This is an optimization exercise on Yosys and OpenROAD, whose aim is small area, a short achievable clock period and few clock cycles, not a production implementation.
Only simulation tests tie the RTL to the original design; equivalence was not proved.
No activity file was given, so power comes from the tool's default toggle rates.

Setup of build 88:
Design matrix_saddle_point_count, start of the top module:
module matrix_saddle_point_count #(
  parameter int MAX_ROWS = 16,
  parameter int MAX_COLS = 16
) (
  input  logic                              clk_i,
  input  logic                              rst_ni,
  input  logic                              elem_valid_i,
  output logic                              elem_ready_o,
  input  logic signed [msp_pkg::DATA_W-1:0] elem_value_i,
  output logic                              count_valid_o,
  input  logic                              count_ready_i,
  output logic [msp_pkg::COUNT_W-1:0]       count_o,
  input  logic                              cfg_we_i,
  input  logic [msp_pkg::CFG_IDX_W-1:0]     cfg_idx_i,
  input  logic [msp_pkg::CFG_W-1:0]         cfg_data_i
);
For scale: about 2600 cells after synthesis, roughly 1200 flip-flops, about 55 I/O pins, ~33000 um2 of cells after synthesis.
clock: 8.0 ns
lec_check: 0
abc_area: 1
cap_margin: 20
core_margin: 2
core_utilization: 65
cts_buf_list: sky130_fd_sc_hd__clkbuf_16
cts_cluster_diameter: 80
cts_cluster_size: 30
place_density: 0.75
slew_margin: 20
synth_memory_max_bits: 16384
standard.sh (not shown) runs the stock make flow with config.mk's settings and CLKGATE_MAP_FILE= SYNTH_SCRIPT=/design/flow/synth_recipe.tcl, a recipe that flattens the netlist after the stock synthesis.
==> flow/flow/run.sh <==
#!/bin/bash
# Standard layout (bash standard.sh), with settings passed to ORFS's make:
#  - SETUP_SLACK_MARGIN: timing repair aims for this much setup slack at the design's
#    clock period, i.e. for a shorter period than the design's;
#  - BUFFER_PORTS_ARGS: every input and output port still gets its buffer, as a buf_1
#    (the repair steps may resize it) instead of the default delay-cell buffer;
#  - SKIP_GATE_CLONING: timing repair does not clone gates.
set -euo pipefail
bash standard.sh SETUP_SLACK_MARGIN=5.3 "BUFFER_PORTS_ARGS=-buffer_cell sky130_fd_sc_hd__buf_1" SKIP_GATE_CLONING=1 finish > standard_flow.log 2>&1
Testbench counts of build 88, summed over its fixed seeds: cycles 13,850.
What build 91 does differently from build 88 at the input level:
Settings: CTS_CLUSTER_DIAMETER now 50, was 80; CTS_BUF_LIST now sky130_fd_sc_hd__clkbuf_4 sky130_fd_sc_hd__clkbuf_8, was sky130_fd_sc_hd__clkbuf_16; CTS_CLUSTER_SIZE now 16, was 30.
==> flow/flow/run.sh <==
#!/bin/bash
# Standard layout (bash standard.sh), with two settings passed to ORFS's make:
#  - SETUP_SLACK_MARGIN: timing repair aims for this much setup slack at the design's
#    clock period, i.e. for a shorter period than the design's;
#  - BUFFER_PORTS_ARGS: every input and output port still gets its buffer, as a buf_1
#    (the repair steps may resize it) instead of the default delay-cell buffer.
set -euo pipefail
bash standard.sh SETUP_SLACK_MARGIN=5.3 "BUFFER_PORTS_ARGS=-buffer_cell sky130_fd_sc_hd__buf_1" finish > standard_flow.log 2>&1
Notes after the runs:
- Cell count: build 91 higher than build 88
- Build 91 ended up with count_o[1] as its endpoint of the worst setup timing path; build 88 ended up with count_o[0].
- Ran to the end and failed final checks on max-capacitance violations, max-slew violations: build 91.
- Relative to build 88, area overhead of the layout relative to synthesis increased by 0.63 points in build 91.
- Comparing build 88 with build 91, the post-detailed-route via-to-cell ratio came out essentially unchanged.
Changes in build 1 relative to build 91:
Settings: changing CTS_CLUSTER_DIAMETER from 50 to 80; changing CTS_BUF_LIST from sky130_fd_sc_hd__clkbuf_4 sky130_fd_sc_hd__clkbuf_8 to sky130_fd_sc_hd__clkbuf_16; changing CTS_CLUSTER_SIZE from 16 to 30.
- Comparing build 91 against build 1, there is no change at all in number of antenna violations at the first check in global routing.
- Fraction of area in multi-input gates delta (build 91 -> build 1): insignificant
- From build 91 to build 1 the numbers moved as follows: combinational power share shows an increase of 0.2 points, sequential power did not really move, first-iteration DRC count grew by 147.
- Lower end-of-flow core utilization among build 1 and build 91: build 1
- Build 1: hold slack higher than build 91
- Final checks on build 1, whose flow otherwise completed, came back failing, citing max-capacitance violations, max-slew violations.
- Row final clock period utilization by the worst path: build 1 lower / build 91 higher
- STATUS sum of routed wire length over all layers: build 1 wins against build 91

## separate check: timing with driven ports
The results above use ideal ports. As a check the final layouts listed here were re-extracted and re-timed, cells and wires unchanged.
Step 1, drivers: a clkbuf_16 drives clk_i and a buf_2 each remaining input, both assumed.
Step 2 adds t to the input delays and takes it off the output delays; t is the mean of the earliest and latest rising clock arrival at the registers after step 1. Input paths then give back, and output paths get back, about the clock's delay inside the block.
Three values: no drivers, after step 1, after step 2; two values: the first two.
run | shift t [ns] | slack for setup (ns) | hold slack, ns | worst setup path after step 2 | worst slew at a driven data input, ns
build 88 | 0.671 | 5.168 / 5.107 / 4.994 | 0.318 / 0.318 / 0.318 | input to register | 0.05
build 91 | 0.739 | 5.101 / 5.048 / 4.988 | 0.311 / 0.311 / 0.311 | input to register | 0.05
build 1 | 0.669 | 5.178 / 5.120 / 4.998 | 0.319 / 0.319 / 0.319 | input to register | 0.06
For build 1, which loses most, drivers alone change the setup slack by -0.058 ns; drivers and shift together by -0.180 ns.
